This design comes from an exercise in tuning for small area and a short achievable clock period on the open sky130 flow, not from production work.
RTL that was checked went through simulation tests only; none was proved equivalent to the original.
No functional check of the RTL was part of runs 1 and 3.
No activity file was given, so power comes from the tool's default toggle rates.

[design/flow/design.v]
module cam_pixel_packer #(
  parameter logic [31:0] BASE_ADDR   = 32'h0000_1000,
  parameter int          FRAME_BYTES = 4096,
  parameter int          BURST_LEN   = 16,
  parameter int          FIFO_DEPTH  = 64
) (
  input  logic        ACLK,
  input  logic        ARESET,
  input  logic        pix_valid,
  input  logic [7:0]  pix_data,
  input  logic        pix_sof,
  output logic        req_valid,
  input  logic        req_ready,
  output logic [31:0] req_addr,
  output logic [7:0]  req_len,
  output logic        dat_valid,
  input  logic        dat_ready,
  output logic [31:0] dat_data,
  output logic        dat_last,
  output logic        overflow,
  output logic        sync_err,
  output logic        frame_done
);
  logic [1:0]  phase_q;
  logic [23:0] part_q;
  logic [9:0]  fwords_q;
  logic [6:0]  count_q;
  logic [5:0]  wr_ptr_q;
  logic [63:0] rsel_q;       
  logic [1:0]  blk_q;        
  logic [3:0]  bhi_q;        
  logic [31:0] head_q;
  logic        last_q;
  logic        dv_idle_q;    
  logic        req_valid_q, dat_valid_q, overflow_q, sync_err_q, frame_done_q;
  logic [31:0] mem_q [64];
  logic pv_sof, pv_dat, push, pop, full, drop, push_ok, sof_err, enter, last_pop, advance;
  logic [31:0] rd_word;
  logic [6:0]  cnt_inc, cnt_dec;
  logic        cnt_up, cnt_dn;
  assign pv_sof   = pix_valid & pix_sof;
  assign pv_dat   = pix_valid & ~pix_sof;
  assign push     = pv_dat & (phase_q == 2'd3);
  assign pop      = dat_valid_q & dat_ready;
  assign full     = count_q[6];
  assign drop     = push & full & ~pop;
  assign push_ok  = push & ~drop;
  assign sof_err  = pv_sof & ((phase_q != 2'd0) | (fwords_q != 10'd0));
  assign enter    = req_valid_q & req_ready;
  assign last_pop = pop & last_q;
  assign advance  = enter | (pop & ~last_q);
  assign cnt_inc  = count_q + 7'd1;
  assign cnt_dec  = count_q - 7'd1;
  assign cnt_up   = push_ok & ~pop;
  assign cnt_dn   = pop & ~push_ok;
  always_ff @(posedge ACLK) begin
    if (push_ok) mem_q[wr_ptr_q] <= {pix_data, part_q};
  end
  always_comb begin
    rd_word = '0;
    for (int i = 0; i < 64; i++)
      rd_word = rd_word | (mem_q[i] & {32{rsel_q[i]}});
  end
  always_ff @(posedge ACLK) begin
    head_q <= (head_q  & {32{dat_valid_q & ~dat_ready}})
            | (rd_word & {32{dv_idle_q   |  dat_ready}});
    if (pix_valid && (pix_sof || phase_q == 2'd0)) part_q[7:0] <= pix_data;
    if (pv_dat && phase_q == 2'd1) part_q[15:8]  <= pix_data;
    if (pv_dat && phase_q == 2'd2) part_q[23:16] <= pix_data;
  end
  always_ff @(posedge ACLK or posedge ARESET) begin
    if (ARESET) begin
      phase_q      <= 2'd0;
      fwords_q     <= '0;
      count_q      <= '0;
      wr_ptr_q     <= '0;
      rsel_q       <= 64'd1;
      blk_q        <= 2'd0;
      bhi_q        <= '0;
      last_q       <= 1'b0;
      req_valid_q  <= 1'b0;
      dat_valid_q  <= 1'b0;
      dv_idle_q    <= 1'b1;
      overflow_q   <= 1'b0;
      sync_err_q   <= 1'b0;
      frame_done_q <= 1'b0;
    end else begin
      if (pv_sof) begin
        phase_q  <= 2'd1;
        fwords_q <= '0;
      end else if (pix_valid) begin
        phase_q  <= phase_q + 2'd1;
        if (push) fwords_q <= fwords_q + 10'd1;
      end
      count_q <= ({7{cnt_up}} & cnt_inc) | ({7{cnt_dn}} & cnt_dec)
               | ({7{~cnt_up & ~cnt_dn}} & count_q);
      if (push_ok) wr_ptr_q <= wr_ptr_q + 6'd1;
      if (drop)    overflow_q <= 1'b1;
      if (sof_err) sync_err_q <= 1'b1;
      frame_done_q <= last_pop & (blk_q == 2'd0) & (bhi_q == 4'hF);
      if (advance) begin
        rsel_q <= {rsel_q[62:0], rsel_q[63]};
        if (rsel_q[15] || rsel_q[31] || rsel_q[47] || rsel_q[63]) blk_q <= blk_q + 2'd1;
      end
      if (last_pop && blk_q == 2'd0) bhi_q <= bhi_q + 4'd1;
      if (enter) last_q <= 1'b0;
      else if (pop) last_q <= rsel_q[15] | rsel_q[31] | rsel_q[47] | rsel_q[63];
      if (!req_valid_q && !dat_valid_q && count_q[6:4] != 3'd0) req_valid_q <= 1'b1;
      else if (enter) req_valid_q <= 1'b0;
      if (enter) begin
        dat_valid_q <= 1'b1;
        dv_idle_q   <= 1'b0;
      end else if (last_pop) begin
        dat_valid_q <= 1'b0;
        dv_idle_q   <= 1'b1;
      end
    end
  end
  assign req_valid  = req_valid_q;
  assign req_addr   = BASE_ADDR + {20'd0, bhi_q, blk_q, 6'd0};
  assign req_len    = 8'(BURST_LEN - 1);
  assign dat_valid  = dat_valid_q;
  assign dat_data   = head_q;
  assign dat_last   = last_q;
  assign overflow   = overflow_q;
  assign sync_err   = sync_err_q;
  assign frame_done = frame_done_q;
endmodule
[design/flow/run.sh]
#!/bin/bash
# synth_recipe.tcl (not shown) runs the flow's synth.tcl, then flattens the netlist and writes it again
# the make line also repeats each setting of config.mk as NAME=value (left out here)
make -C /OpenROAD-flow-scripts/flow DESIGN_CONFIG=/design/flow/config.mk WORK_HOME=/design/flow/orfs CLKGATE_MAP_FILE= SYNTH_SCRIPT=/design/flow/synth_recipe.tcl finish
[design/flow/config.mk]
export PLATFORM = sky130hd
export DESIGN_NAME = cam_pixel_packer
export DESIGN_NICKNAME = cam_pixel_packer
export VERILOG_FILES = /design/flow/design.v
export SDC_FILE = /design/flow/constraint.sdc
export NUM_CORES = 4
export LEC_CHECK = 0
export ABC_CLOCK_PERIOD_IN_PS = 2500
export CAP_MARGIN = 20
export CORE_MARGIN = 2
export CORE_UTILIZATION = 55
export CTS_BUF_LIST = sky130_fd_sc_hd__clkbuf_16
export CTS_CLUSTER_DIAMETER = 80
export CTS_CLUSTER_SIZE = 24
export SETUP_SLACK_MARGIN = 3.0
export SLEW_MARGIN = 20
[design/flow/constraint.sdc]
create_clock -name core_clock -period 5.5 [get_ports {ACLK}]
set_input_delay 1.1000 -clock core_clock [delete_from_list [all_inputs] [get_ports {ACLK}]]
set_output_delay 1.1000 -clock core_clock [all_outputs]
set_load 0.01 [all_outputs]
==> results of run 1 <==
Yosys cell counts (2+ instances only):
| cell type | number | area, um^2 |
|---|---|---|
| sky130_fd_sc_hd__edfxtp_1 | 2072 | 62220 |
| sky130_fd_sc_hd__o21ai_0 | 13 | 65.06 |
| sky130_fd_sc_hd__nor3_1 | 2 | 10.01 |
| sky130_fd_sc_hd__inv_1 | 11 | 41.29 |
| sky130_fd_sc_hd__a21oi_1 | 10 | 50.05 |
| sky130_fd_sc_hd__nor4_1 | 37 | 231.5 |
| sky130_fd_sc_hd__xnor2_1 | 8 | 70.07 |
| sky130_fd_sc_hd__dfstp_2 | 2 | 52.55 |
| sky130_fd_sc_hd__and2_1 | 4 | 25.02 |
| sky130_fd_sc_hd__nand4_1 | 136 | 850.8 |
| sky130_fd_sc_hd__o21ai_1 | 32 | 160.2 |
| sky130_fd_sc_hd__mux2_2 | 3 | 33.78 |
| sky130_fd_sc_hd__dfxtp_1 | 32 | 640.6 |
| sky130_fd_sc_hd__and3_1 | 4 | 25.02 |
| sky130_fd_sc_hd__nand3_1 | 8 | 40.04 |
| sky130_fd_sc_hd__a22o_1 | 512 | 4484 |
| sky130_fd_sc_hd__clkbuf_1 | 95 | 356.6 |
| sky130_fd_sc_hd__buf_6 | 65 | 732.0 |
| sky130_fd_sc_hd__ha_1 | 11 | 137.6 |
| sky130_fd_sc_hd__buf_4 | 36 | 270.3 |
| sky130_fd_sc_hd__nand4b_1 | 2 | 17.52 |
| sky130_fd_sc_hd__o21a_1 | 2 | 15.01 |
| sky130_fd_sc_hd__nand3b_1 | 2 | 15.01 |
| sky130_fd_sc_hd__dfrtp_1 | 100 | 2502 |
| sky130_fd_sc_hd__a221oi_1 | 513 | 4493 |
| sky130_fd_sc_hd__nor2_1 | 75 | 281.5 |
| sky130_fd_sc_hd__nand2_1 | 252 | 945.9 |
| sky130_fd_sc_hd__conb_1 | 2 | 7.510 |
| sky130_fd_sc_hd__xor2_1 | 10 | 87.58 |
| sky130_fd_sc_hd__buf_1 | 12 | 45.04 |
| sky130_fd_sc_hd__buf_2 | 113 | 565.5 |
| sky130_fd_sc_hd__nand2b_1 | 2 | 12.51 |
| sky130_fd_sc_hd__a31o_2 | 2 | 17.52 |
| sky130_fd_sc_hd__nor2b_1 | 4 | 25.02 |
area by class of cell:
type / instances / share of cell area, %
diodes: 7 / 0.01938
clock buffers: 110 / 3.046
clock inverters: 84 / 0.6050
inverters: 11 / 0.05261
multi-input cells: 1693 / 15.57
flip-flops and latches: 2206 / 72.60
well taps: 1903 / 2.635
repair buffers: 487 / 5.474
state kept, by name, summed over array words and instances, names as in the netlist:
name / count
mem_q: 2048
rsel_q: 64
head_q: 32
part_q: 24
fwords_q: 10
count_q: 7
wr_ptr_q: 6
bhi_q: 4
blk_q: 2
phase_q: 2
dat_valid_q: 1
dv_idle_q: 1
frame_done_q: 1
last_q: 1
overflow_q: 1
req_valid_q: 1
sync_err_q: 1
power by group:
| group | internal (mW) | total, mW | leakage, nW | switching [mW] |
|---|---|---|---|---|
| clock | 3.88 | 9.25 | 1.80 | 5.36 |
| combinational | 0.153 | 0.890 | 7.43 | 0.736 |
| sequential | 18.4 | 18.5 | 20.1 | 0.103 |
path summary, 6_finish.rpt:
kind | slack, ps | start | to | depth (start not counted)
min in group asynchronous | 820 | ARESET | blk_q[1]$_DFFE_PP0P_ | 3
setup reg to reg | 2820 | rsel_q[35]$_DFFE_PP0P_ | head_q[21]$_DFF_P_ | 6
setup / recovery | 2820 | rsel_q[35]$_DFFE_PP0P_ | head_q[21]$_DFF_P_ | 6
hold reg to reg | 450 | head_q[11]$_DFF_P_ | head_q[11]$_DFF_P_ | 2
max in group asynchronous | 3970 | ARESET | rsel_q[41]$_DFFE_PP0P_ | 3
hold / removal | 450 | head_q[11]$_DFF_P_ | head_q[11]$_DFF_P_ | 2
worst register-to-register path, cell delays in order, from the launching register on:
cell and delay [ps]:
sky130_fd_sc_hd__dfrtp_4 620, sky130_fd_sc_hd__buf_6 270, sky130_fd_sc_hd__a22o_1 350, sky130_fd_sc_hd__a221oi_2 330, sky130_fd_sc_hd__nand4_1 260, sky130_fd_sc_hd__nor4_4 600, sky130_fd_sc_hd__o21ai_1 120
metal layers:
layer | GRT usage, % | vias up
met4 | 26.90 | 18
met1 | 60.03 | 25870
li1 | - | 18160
met3 | 15.67 | 1107
met2 | 64.01 | 5543
met5 | 0 | -
repair_timing:
item                        CTS  global route
buffers inserted            122            34
pin swaps                    58            46
gates cloned                  5             0
setup endpoints to repair  2164          1102
gates resized for setup     420           124
through the flow:
step	instances	hold WS, ps	worst slack [ps]	util, %
floorplan	4231	473.8	1860	-
global placement	6138	436.5	852.2	58.26
detailed placement	6139	443.8	824.1	58.27
CTS	6460	457.0	2999	62.36
global route	6496	469.5	2886	62.90
finish	6501	451.3	2820	62.91
kinds of logic (layout without fill, tap and decap cells):
| logic type | count (synthesis) | in the layout |
|---|---|---|
| AOI/OAI and AO/OA | 1090 | 1090 |
| xor gates and xnor gates | 18 | 18 |
| adders and majority gates | 11 | 11 |
| buffers and inverters | 332 | 692 |
| DFF | 2206 | 2206 |
| muxes | 3 | 3 |
| other | 2 | 41 |
| and+or+nand+nor | 537 | 537 |
==> run notes, run 1 <==
* Run status: complete, no violations
* Clock net sink count at 2206
* Hold Path Class: reg -> reg
* Buf/Inv on CP at 1
* Hold-fix buffers at CTS at 0
* Share of the clock period used by the worst path at 48.73%
* Tot GR Track Use at 44.96%
* Final routed wirelength across all metal layers at 332300 um
* Parity-gate share of the synthesized area counting xor and xnor cells at 0.1979%
* Area of the die at 147900 um^2
* Leading register cell type out of synthesis: sky130_fd_sc_hd__edfxtp_1
* DRC violations left at 0
* Worst-case vdd ir drop at 0.3034 mV
* Summed area of non-filler cells in the final layout at 90370 um^2
* Yosys warning count at 1
* Total power draw at 28.61 mW
* Highest clock frequency the design can meet at 373.1 MHz
* Total of endpoints with negative setup slack in the final report at 0
* CTS Buffer Depth at 3
* Proportion of layout cells with a drive suffix above 1 at 19.97%
* Starting Density at 55.45%
* Cell class contributing the biggest share of worst-path delay: simple AND/OR/NAND/NOR gates
* Multiplexer share of the synthesized area at 0.04241%
* Combinational family with the most area after synthesis: compound AO/OA/AOI/OAI gates
* Maximum number of pins on one net before global-route repair at 103
* Required @ worst endpoint at 6160 ps
* Kind of capture point of the worst setup path: register
* Antenna violations before repair at 18
* Buffer type at the clock tree root: sky130_fd_sc_hd__clkbuf_16
* CTS H-tree depth at 3
* Sequential cell area in the final layout at 65610 um^2
* Port Buf Inserts at 57
* Via count at 50690
* Highest signal layer in the routed design: met5
* Final-report hold violation count at 0
* Post-layout net count at 4531
* Max-Cap Viols at 0
* Drt wl/cell at 51.12 um
* Area fraction in compound gates after synthesis at 11.73%
* Clk Latency, worst-skew pair at 800 ps
* Cell-by-cell trace of the critical path: buf_6 -> a22o_1 -> a221oi_2 -> nand4_1 -> nor4_4 -> o21ai_1
* Slowest stage cell, crit path: sky130_fd_sc_hd__dfrtp_4
* Area of combinational cells with multiple inputs at 14070 um^2
* Register area share after synthesis at 82.12%
* Critical Path Max Stage Delay at 620 ps
* Syn avg cell area at 18.97 um^2
* Vertical die dimension at 384.6 um
* TritonCTS clock tree: done
* Setup TNS at 0 ps
* Die X at 384.6 um
* Critical path class: reg -> reg
* Global-route wire length before repair at 433200 um
* Post-Synth Simple-Gate Area at 3.210%
* First drt pass iteration count at 17
* Routed wl met3 at 56350 um
* Proportion of register bits with asynchronous set or reset after synthesis at 4.624%
* Instance area after placement at 83700 um^2
* Number of buffers inserted during clock tree synthesis at 107
* Setup clock skew after layout at 37.48 ps
* Worst slew pin tran at 1077 ps
* Pwr dens at 316.6 nW/um^2
* Commonest non-fill, non-tap cell in the layout: sky130_fd_sc_hd__edfxtp_1
* Routed via count divided by cell count at 7.798
* Total core area at 143700 um^2
* Met1 WL at 108600 um
* Post-Synthesis Cells at 4199
* Cell leakage power at 29.37 nW
* Detailed Route Iter0 Violations at 11230
* Antenna-violating nets left at 0
* Synthesis-to-finish area growth at 13.45%
* Worst-case headroom to the max-slew limit at 28.18%
* Yosys reg bits at 2206
* Length of routed met2 wiring at 141000 um
* Max-slew violation count at 0
* Number of placed I/O pins at 92
* Kind of launch point of the worst setup path: register
* Highest net fanout along the worst path at 14
* Post-synth cell types at 49
* Commonest non-fill, non-tap cells in the layout: sky130_fd_sc_hd__edfxtp_1 (2072), sky130_fd_sc_hd__a22o_1 (512), sky130_fd_sc_hd__a221oi_1 (412)
* Final Critical Period at 2680 ps
* Clock-pin transition on the worst setup and hold timing paths at 90 ps
* Weighted congestion at the end of routability-driven global placement at 0.9466
* Filler Cells Inserted at 10090
* Aggregate global routing overflow at 0
* Adder-cell share of the synthesized area at 0.1728%
* Endpoint arrival time on the critical path at 3340 ps
* Placed wire-length estimate after detailed placement at 192700 um
* Setup repair after global routing missed its margin: yes
* Netlist area before placement at 79660 um^2
* Number of global-route vias before repair at 46150
* Number of core rows at 139
* Count of flip-flops with a built-in enable after synthesis at 2072
==> run 2, diff against run 1 <==
--- a/design/flow/design.v
+++ b/design/flow/design.v
@@ -26,6 +26,8 @@
   logic [9:0]  fwords_q;
   logic [6:0]  count_q;
   logic [5:0]  wr_ptr_q;
+  logic [63:0] we_q;         
+  logic [7:0]  wbyte_q;
   logic [63:0] rsel_q;       
   logic [1:0]  blk_q;        
   logic [3:0]  bhi_q;        
@@ -54,7 +56,8 @@
   assign cnt_up   = push_ok & ~pop;
   assign cnt_dn   = pop & ~push_ok;
   always_ff @(posedge ACLK) begin
-    if (push_ok) mem_q[wr_ptr_q] <= {pix_data, part_q};
+    for (int i = 0; i < 64; i++)
+      if (we_q[i]) mem_q[i] <= {wbyte_q, part_q};
   end
   always_comb begin
     rd_word = '0;
@@ -67,6 +70,8 @@
     if (pix_valid && (pix_sof || phase_q == 2'd0)) part_q[7:0] <= pix_data;
     if (pv_dat && phase_q == 2'd1) part_q[15:8]  <= pix_data;
     if (pv_dat && phase_q == 2'd2) part_q[23:16] <= pix_data;
+    if (push) wbyte_q <= pix_data;
+    for (int i = 0; i < 64; i++) we_q[i] <= push_ok && (wr_ptr_q == 6'(i));
   end
   always_ff @(posedge ACLK or posedge ARESET) begin
     if (ARESET) begin
==> design/flow/flow/run.sh (new file) <==
#!/bin/bash
# The standard layout (standard.sh: standard synthesis, floorplan, placement, CTS, routing)
# with one change: the clock tree is built from clkbuf_16 with 28-sink / 90 um clusters and no
# dummy loads. make's full output goes to standard.log; ORFS keeps its per-step logs in orfs/logs.
set -euo pipefail
export CTS_ARGS="-sink_clustering_enable -repair_clock_nets -buf_list sky130_fd_sc_hd__clkbuf_16 -sink_clustering_size 28 -sink_clustering_max_diameter 90 -dont_use_dummy_load"
bash standard.sh finish > standard.log 2>&1
==> design/flow/standard.sh (new file) <==
#!/bin/bash
# synth_recipe.tcl (not shown) runs the flow's synth.tcl, then flattens the netlist and writes it again
# the make line also repeats each setting of config.mk as NAME=value (left out here)
make -C /OpenROAD-flow-scripts/flow DESIGN_CONFIG=/design/flow/config.mk WORK_HOME=/design/flow/orfs CLKGATE_MAP_FILE= SYNTH_SCRIPT=/design/flow/synth_recipe.tcl "${@:-finish}"
--- a/design/flow/config.mk
+++ b/design/flow/config.mk
@@ -10,7 +10,7 @@
 export CORE_MARGIN = 2
 export CORE_UTILIZATION = 55
 export CTS_BUF_LIST = sky130_fd_sc_hd__clkbuf_16
-export CTS_CLUSTER_DIAMETER = 80
-export CTS_CLUSTER_SIZE = 24
-export SETUP_SLACK_MARGIN = 3.0
+export CTS_CLUSTER_DIAMETER = 90
+export CTS_CLUSTER_SIZE = 28
+export SETUP_SLACK_MARGIN = 3.2
 export SLEW_MARGIN = 20
removed: design/flow/run.sh
==> run 2 against run 1 <==
Compared with the run above: critical path type is now reg -> out; first-iteration DRC count down 3.2%; non-clock buffer count down 116; register-to-register slack better by 340 ps; wire length down 0.82%.
==> run notes, run 2 <==
* Number of global-route vias before repair at 44910
* Proportion of register bits with asynchronous set or reset after synthesis at 4.478%
* Critical path class: reg -> out
* Count of flip-flops with a built-in enable after synthesis at 2080
* Syn avg cell area at 19.41 um^2
* Die X at 387.2 um
* Highest clock frequency the design can meet at 413.7 MHz
* Yosys warning count at 2
* Via count at 50080
* Pwr dens at 312.7 nW/um^2
* Run status: complete, no violations
* Relative contribution of sequential cells to total power at 68.5%
* Endpoint arrival time on the critical path at 1320 ps
* Final routed wirelength across all metal layers at 329600 um
* Number of buffers inserted during clock tree synthesis at 93
* Int Pwr at 22.05 mW
* CP startpoint: last_q$_DFFE_PP0P_
* Destination of the critical timing path: dat_last
* Antenna violations before repair at 14
* Cell leakage power at 28.18 nW
* Critical Path Max Stage Delay at 440 ps
* TritonCTS clock tree: done
* Required @ worst endpoint at 4400 ps
* Yosys reg bits at 2278
* First drt pass iteration count at 6
* Final-report hold violation count at 0
* Share of the clock period used by the worst path at 43.95%
* Post-synth cell types at 45
* Hold Path Class: reg -> reg
* Placed wire-length estimate after detailed placement at 162600 um
* Number of placed I/O pins at 92
* Routed via count divided by cell count at 7.998
* CTS H-tree depth at 3
* Global-route wire length before repair at 426100 um
* Most used standard cells in the synthesized netlist: sky130_fd_sc_hd__edfxtp_1 (2080), sky130_fd_sc_hd__a221oi_1 (513), sky130_fd_sc_hd__a22o_1 (512)
* Number of core rows at 140
* Clock share of power at 29.4%
* Cell class contributing the biggest share of worst-path delay: flip-flops
* Commonest non-fill, non-tap cell in the layout: sky130_fd_sc_hd__edfxtp_1
* Reg-to-reg critical path endpoint: head_q[25]$_DFF_P_
* Power dissipated by switching net loads at 5.654 mW
* Weighted congestion at the end of routability-driven global placement at 0.8426
* Netlist area before placement at 80740 um^2
* Vertical die dimension at 387.2 um
* Proportion of layout cells with a drive suffix above 1 at 16.98%
* Most numerous cell in the Yosys netlist: sky130_fd_sc_hd__edfxtp_1
* CTS Buffer Depth at 3
* Worst slew pin tran at 1315 ps
* Aggregate global routing overflow at 0
* Combinational cell fraction of total power at 2.1%
* Cell type with the highest aggregate area in the netlist: sky130_fd_sc_hd__edfxtp_1
* Worst-case vdd ir drop at 0.2554 mV
* Total core area at 145700 um^2
* Antenna-violating nets left at 0
* Highest net fanout along the worst path at 2
* Total of endpoints with negative setup slack in the final report at 0
* Total power draw at 27.70 mW
* Slack of the worst reg-to-reg path at 3160 ps
* Origin of the critical flop-to-flop path: rsel_q[9]$_DFFE_PP0P_
* Kind of launch point of the worst setup path: register
* Slowest stage cell, crit path: sky130_fd_sc_hd__dfrtp_2
* Drt wl/cell at 52.64 um
* Max-slew violation count at 0
* Share of the synthesized area in the top cell type at 77.35%
* Registers with the most flip-flops: mem_q x2048, rsel_q x64, we_q x64
* Setup TNS at 0 ps
* Cell-by-cell trace of the critical path: buf_6
* Maximum number of pins on one net before global-route repair at 89
* Setup clock skew after layout at 92.90 ps
* DRC violations left at 0
* Buf/Inv on CP at 1
* Tot GR Track Use at 43.44%
* Clock net sink count at 2278
* Number of cells traversed by the worst register-to-register path at 6
* Number of flip-flops under the largest register name at 2048
* Worst-case headroom to the max-slew limit at 12.30%
* Setup repair after global routing missed its margin: yes
* Kind of capture point of the worst setup path: output port
* Crit. path cell count at 1
* Clk Latency, worst-skew pair at 770 ps
* Leading register cell type out of synthesis: sky130_fd_sc_hd__edfxtp_1
* Detailed Route Iter0 Violations at 10860
* Synthesis-to-finish area growth at 9.707%
* Port Buf Inserts at 57
* Buffer type at the clock tree root: sky130_fd_sc_hd__clkbuf_16
* Max-Cap Viols at 0
* Clock-pin transition on the worst setup and hold timing paths at 110 ps
* Starting Density at 55.40%
* Top area cells in the synthesized netlist: sky130_fd_sc_hd__edfxtp_1 (77%), sky130_fd_sc_hd__a221oi_1 (5.6%), sky130_fd_sc_hd__a22o_1 (5.6%)
* Commonest non-fill, non-tap cells in the layout: sky130_fd_sc_hd__edfxtp_1 (2080), sky130_fd_sc_hd__a22o_1 (512), sky130_fd_sc_hd__a221oi_1 (488)
* Area of the die at 149900 um^2
* Post-Synthesis Cells at 4161
* Switching part of the total at 20.41%
* Register area share after synthesis at 82.90%
* Final Critical Period at 2417 ps
* Reg with most FFs: mem_q
* Post-layout net count at 4370
## run 2: layout make-up
type,count,area [um^2]
antenna,4,10.01
timing repair buffer,371,3486
tap,1917,2399
sequential,2278,67410
fill,10470,57160
inverter,21,82.58
multi-input combinational,1577,12870
clock buffer,93,2327
## run 2: what timing repair did
item                                    in CTS  in global routing
resized for setup                          398                 51
pin swaps                                    8                 24
endpoints found under the setup margin     233                 68
cloned                                       1                  1
hold endpoints to repair                     0                  0
setup buffers                              114                 12
hold buffers                                 0                  0
## run 2: kinds of logic after synthesis
kind of cell / Yosys count / synth area share, %
muxes: 70 / 0.9716
xor gates and xnor gates: 14 / 0.1518
DFF: 2278 / 82.90
adders and majority gates: 14 / 0.2169
other: 2 / 0.009301
AOI/OAI and AO/OA: 1092 / 11.59
and+or+nand+nor: 353 / 2.327
buffers and inverters: 338 / 1.838
## run 2: routing by layer
metal,vias to the layer above,global-route usage [%],wire length [um]
li1,17760,-,-
met1,26040,59.04,108800
met2,5113,63.61,141100
met3,1150,12.87,55130
met4,10,23.71,24540
met5,-,0,69
## run 2: power by group through the flow
stage / Combinational, mW / Clock (mW) / Sequential, mW
after floorplan: 0.262 / 0 / 19.4
after global placement: 0.544 / 0 / 19.4
after detailed placement: 0.555 / 0 / 19.4
after CTS: 0.569 / 8.06 / 19.0
after global routing: 0.621 / 8.58 / 19.0
final: 0.586 / 8.15 / 19.0
## run 2: through the flow
stage,setup WS (ps),area [um^2],hold slack [ps],cells,util (%)
2_1_floorplan,3184,80880,473.8,4193,-
3_3_place_gp,2012,84170,429.3,6036,57.75
3_5_place_dp,2035,84170,429.6,6036,57.75
4_1_cts,3046,88180,439.9,6244,60.51
5_1_grt,3043,88570,464.0,6257,60.77
6_report,3083,88580,450.3,6261,60.78
## run 2: worst min-delay path by stage
stage,end,start,slack (ps),cells past startpoint
2_1_floorplan,head_q[0]$_DFF_P_,head_q[0]$_DFF_P_,470,2
3_3_place_gp,mem_q[30][21]$_DFFE_PP_,we_q[30]$_DFF_P_,430,0
3_5_place_dp,mem_q[30][21]$_DFFE_PP_,we_q[30]$_DFF_P_,430,0
4_1_cts,dv_idle_q$_DFFE_PP1P_,req_valid_q$_DFFE_PP0P_,440,2
5_1_grt,dv_idle_q$_DFFE_PP1P_,req_valid_q$_DFFE_PP0P_,460,2
6_report,dv_idle_q$_DFFE_PP1P_,req_valid_q$_DFFE_PP0P_,450,2
==> run 3, diff against run 2 <==
--- a/design/flow/design.v
+++ b/design/flow/design.v
@@ -28,7 +28,8 @@
   logic [5:0]  wr_ptr_q;
   logic [63:0] we_q;         
   logic [7:0]  wbyte_q;
-  logic [63:0] rsel_q;       
+  logic [15:0] bsel_q;       
+  logic [3:0]  ksel_q;       
   logic [1:0]  blk_q;        
   logic [3:0]  bhi_q;        
   logic [31:0] head_q;
@@ -62,7 +63,7 @@
   always_comb begin
     rd_word = '0;
     for (int i = 0; i < 64; i++)
-      rd_word = rd_word | (mem_q[i] & {32{rsel_q[i]}});
+      rd_word = rd_word | (mem_q[i] & {32{ksel_q[i / 16] & bsel_q[i % 16]}});
   end
   always_ff @(posedge ACLK) begin
     head_q <= (head_q  & {32{dat_valid_q & ~dat_ready}})
@@ -79,7 +80,8 @@
       fwords_q     <= '0;
       count_q      <= '0;
       wr_ptr_q     <= '0;
-      rsel_q       <= 64'd1;
+      bsel_q       <= 16'd1;
+      ksel_q       <= 4'd1;
       blk_q        <= 2'd0;
       bhi_q        <= '0;
       last_q       <= 1'b0;
@@ -104,12 +106,15 @@
       if (sof_err) sync_err_q <= 1'b1;
       frame_done_q <= last_pop & (blk_q == 2'd0) & (bhi_q == 4'hF);
       if (advance) begin
-        rsel_q <= {rsel_q[62:0], rsel_q[63]};
-        if (rsel_q[15] || rsel_q[31] || rsel_q[47] || rsel_q[63]) blk_q <= blk_q + 2'd1;
+        bsel_q <= {bsel_q[14:0], bsel_q[15]};
+        if (bsel_q[15]) begin
+          ksel_q <= {ksel_q[2:0], ksel_q[3]};
+          blk_q  <= blk_q + 2'd1;
+        end
       end
       if (last_pop && blk_q == 2'd0) bhi_q <= bhi_q + 4'd1;
       if (enter) last_q <= 1'b0;
-      else if (pop) last_q <= rsel_q[15] | rsel_q[31] | rsel_q[47] | rsel_q[63];
+      else if (pop) last_q <= bsel_q[15];
       if (!req_valid_q && !dat_valid_q && count_q[6:4] != 3'd0) req_valid_q <= 1'b1;
       else if (enter) req_valid_q <= 1'b0;
       if (enter) begin
==> design/flow/run.sh (new file) <==
#!/bin/bash
# synth_recipe.tcl (not shown) runs the flow's synth.tcl, then flattens the netlist and writes it again
# the make line also repeats each setting of config.mk as NAME=value (left out here)
make -C /OpenROAD-flow-scripts/flow DESIGN_CONFIG=/design/flow/config.mk WORK_HOME=/design/flow/orfs CLKGATE_MAP_FILE= SYNTH_SCRIPT=/design/flow/synth_recipe.tcl finish
removed: design/flow/flow/run.sh
removed: design/flow/standard.sh
==> run 3 against run 2 <==
Compared with the run above: global-route usage is 1.8 points lower; wire length is 3.1% lower; still clean; count of clock-buffer cells in the layout grew 4; non-clock buffer count increased by 53; sequential cell count shrank 44; combinational power grew to 18 times the previous value; cell area is 2.7% higher; fmax decreased by 1.7%; final cell count is 6.3% higher; power grew 38%; worst hold slack improved by 65 ps.
==> run notes, run 3 <==
* Run status: complete, no violations
* Power dissipated by switching net loads at 12.62 mW
* Cell mode on critical path: sky130_fd_sc_hd__nand4_1
* Proportion of layout cells with a drive suffix above 1 at 16.90%
* Length of routed met2 wiring at 134400 um
* Tot GR Track Use at 41.64%
* Starting Density at 55.29%
* Relative contribution of sequential cells to total power at 49.7%
* Cell leakage power at 28.68 nW
* Routed wl met3 at 55060 um
* Slowest stage cell, crit path: sky130_fd_sc_hd__dfrtp_4
* Antenna violations before repair at 11
* Clk Latency, worst-skew pair at 770 ps
* Kind of launch point of the worst setup path: register
* Non-filler instance count after layout at 6653
* Setup TNS at 0 ps
* Share of the clock period used by the worst path at 44.73%
* Clock-pin transition on the worst setup and hold timing paths at 120 ps
* First drt pass iteration count at 8
* Switching part of the total at 33.00%
* Post-Synthesis Cells at 4450
* Max-Cap Viols at 0
* DRC violations left at 0
* Setup clock skew after layout at 36.20 ps
* Total power draw at 38.24 mW
* Vertical die dimension at 386.3 um
* Placed wire-length estimate after detailed placement at 128300 um
* Commonest non-fill, non-tap cell in the layout: sky130_fd_sc_hd__edfxtp_1
* Most numerous cell in the Yosys netlist: sky130_fd_sc_hd__edfxtp_1
* Routed via count divided by cell count at 7.755
* Max-slew violation count at 0
* Cell-by-cell trace of the critical path: buf_16 -> buf_4 -> a22oi_1 -> nand4_1 -> a222oi_1 -> nand4_1 -> a22o_1
* Port Buf Inserts at 57
* Worst-case headroom to the max-slew limit at 13.71%
* Most used standard cells in the synthesized netlist: sky130_fd_sc_hd__edfxtp_1 (2080), sky130_fd_sc_hd__a22oi_1 (603), sky130_fd_sc_hd__nand3_1 (182)
* Cell type with the highest aggregate area in the netlist: sky130_fd_sc_hd__edfxtp_1
* Number of flip-flops under the largest register name at 2048
* Worst hold path cell count at 2
* Commonest non-fill, non-tap cells in the layout: sky130_fd_sc_hd__edfxtp_1 (2080), sky130_fd_sc_hd__a22oi_1 (554), sky130_fd_sc_hd__buf_4 (195)
* Kind of capture point of the worst setup path: register
* Area of the die at 149200 um^2
* Critical Path Max Stage Delay at 600 ps
* Aggregate global routing overflow at 0
* Yosys reg bits at 2234
* Number of buffers inserted during clock tree synthesis at 90
* Number of cells traversed by the worst register-to-register path at 7
* Summed area of non-filler cells in the final layout at 91010 um^2
* Antenna-violating nets left at 0
* Total of endpoints with negative setup slack in the final report at 0
* Endpoint arrival time on the critical path at 3120 ps
* Int Pwr at 25.62 mW
* Core utilization of the finished layout at 62.60%
* Worst-case vdd ir drop at 0.3285 mV
* Setup repair after global routing missed its margin: yes
* Netlist area before placement at 80380 um^2
* Pwr dens at 420.1 nW/um^2
* Share of the synthesized area in the top cell type at 77.70%
* Hold-fix buffers at CTS at 0
* Proportion of register bits with asynchronous set or reset after synthesis at 2.596%
* TritonCTS clock tree: done
* Top area cells in the synthesized netlist: sky130_fd_sc_hd__edfxtp_1 (78%), sky130_fd_sc_hd__a22oi_1 (5.6%), sky130_fd_sc_hd__dfxtp_1 (2.4%)
* Total core area at 145400 um^2
* Drt wl/cell at 47.99 um
* Final-report hold violation count at 0
* Leading register cell type out of synthesis: sky130_fd_sc_hd__edfxtp_1
* Met1 WL at 108500 um
* Combinational cell fraction of total power at 28.4%
* Hold slack at 515.2 ps
* Required @ worst endpoint at 6160 ps
* Hold Path Class: reg -> reg
* Buffer type at the clock tree root: sky130_fd_sc_hd__clkbuf_16
* Register area share after synthesis at 81.91%
* Registers with the most flip-flops: mem_q x2048, we_q x64, head_q x32
* Final Critical Period at 2460 ps
* Number of global-route vias before repair at 46240
* Setup Slack @ Placement at 1939 ps
* CTS H-tree depth at 3
* Post-layout net count at 4687
* Detailed Route Iter0 Violations at 10630
* Clock share of power at 21.9%
* Synthesis-to-finish area growth at 13.23%
* Post-synth cell types at 65
* Maximum number of pins on one net before global-route repair at 65
* Highest signal layer in the routed design: met5
* Setup slack after layout at 3040 ps
* Reg with most FFs: mem_q
* Worst slew pin tran at 1294 ps
* Highest clock frequency the design can meet at 406.5 MHz
* CTS Buffer Depth at 3
* Final routed wirelength across all metal layers at 319300 um
* Placed Cells at 6252
* Slack of the worst reg-to-reg path at 3040 ps
* Clock net sink count at 2234
* Global-route wire length before repair at 411100 um
* Die X at 386.3 um
* Weighted congestion at the end of routability-driven global placement at 0.8074
* Critical path class: reg -> reg
* Number of core rows at 140
* Count of flip-flops with a built-in enable after synthesis at 2080
* Via count at 51600
* Highest net fanout along the worst path at 10
* Yosys warning count at 2
* Syn avg cell area at 18.06 um^2
* Number of placed I/O pins at 92
* Instance area after placement at 83460 um^2
run 3: final timing paths:
path / startpoint / endpoint
max in group asynchronous: ARESET / bsel_q[0]$_DFFE_PP1N_
max: bsel_q[4]$_DFFE_PP0N_ / head_q[16]$_DFF_P_
min reg2reg: head_q[22]$_DFF_P_ / head_q[22]$_DFF_P_
min in group asynchronous: ARESET / fwords_q[2]$_DFFE_PP0P_
min: head_q[22]$_DFF_P_ / head_q[22]$_DFF_P_
max reg2reg: bsel_q[4]$_DFFE_PP0N_ / head_q[16]$_DFF_P_
run 3: final cells by class:
class	count	area [um^2]
sequential	2234	66190
fill	10310	54380
multi-input combinational	1887	13880
timing repair buffer	424	5678
clock buffer	97	2427
tap	1917	2399
clock inverter	64	267.8
inverter	22	150.1
antenna	8	20.02
run 3: cell families after synthesis:
logic type	after synthesis	synth area share, %
and+or+nand+nor	536	3.331
DFF	2234	81.91
other	2	0.009343
AOI/OAI and AO/OA	1272	12.13
adders and majority gates	14	0.2179
buffers and inverters	361	2.025
muxes	15	0.2070
xor gates and xnor gates	16	0.1743
run 3: power groups by stage:
stage	clock network (mW)	registers, mW	logic [mW]
after floorplan	0	19.2	3.95
after global placement	0	20.0	6.18
after detailed placement	0	20.0	6.21
after CTS	8.30	19.0	9.29
after global routing	8.82	19.0	10.8
final	8.37	19.0	10.8
run 3: critical path: cells and delay by family (launching register included):
kind / cells / cell delay [ps]
compound gates: 3 / 780
flops: 1 / 600
simple gates: 2 / 510
buf+inv: 2 / 420
run 3: layer usage:
metal | track usage, % | vias to the layer above
li1 | - | 18880
met1 | 59.13 | 26730
met2 | 59.33 | 4985
met3 | 11.84 | 991
met4 | 20.87 | 10
met5 | 0 | -
run 3: what timing repair did:
item,CTS,global route
buffers inserted,134,48
gates resized for setup,430,197
cloned,31,19
pin swaps,44,101
endpoints found under the setup margin,166,98

[separate check: timing with driven ports]
The results above use ideal ports. As a check the final layouts listed here were re-extracted and re-timed, cells and wires unchanged. Step 1: set_driving_cell puts a clkbuf_16 on ACLK and a buf_2 on each other input, an assumption about the parent block. Step 2 also shifts input and output timing later by t, the mid clock arrival at the registers, as if the neighbouring blocks saw the same clock. Slacks: no drivers / after step 1 / after step 2; pairs: no drivers / after step 1.
| run | t (ns) | setup WS [ns] | hold slack, ns | clock arrival spread, ns |
|---|---|---|---|---|
| run 1 | 0.875 | 2.820 / 2.820 / 2.164 | 0.451 / 0.451 / 0.451 | 0.039 / 0.038 |
| run 2 | 0.819 | 3.083 / 2.992 / 2.468 | 0.450 / 0.450 / 0.450 | 0.096 / 0.097 |
| run 3 | 0.844 | 3.040 / 2.958 / 2.578 | 0.515 / 0.515 / 0.515 | 0.040 / 0.040 |
After both steps every run listed still meets setup and hold. For run 1, which loses most, drivers alone change the setup slack by 0.000 ns; drivers and shift together by -0.656 ns.
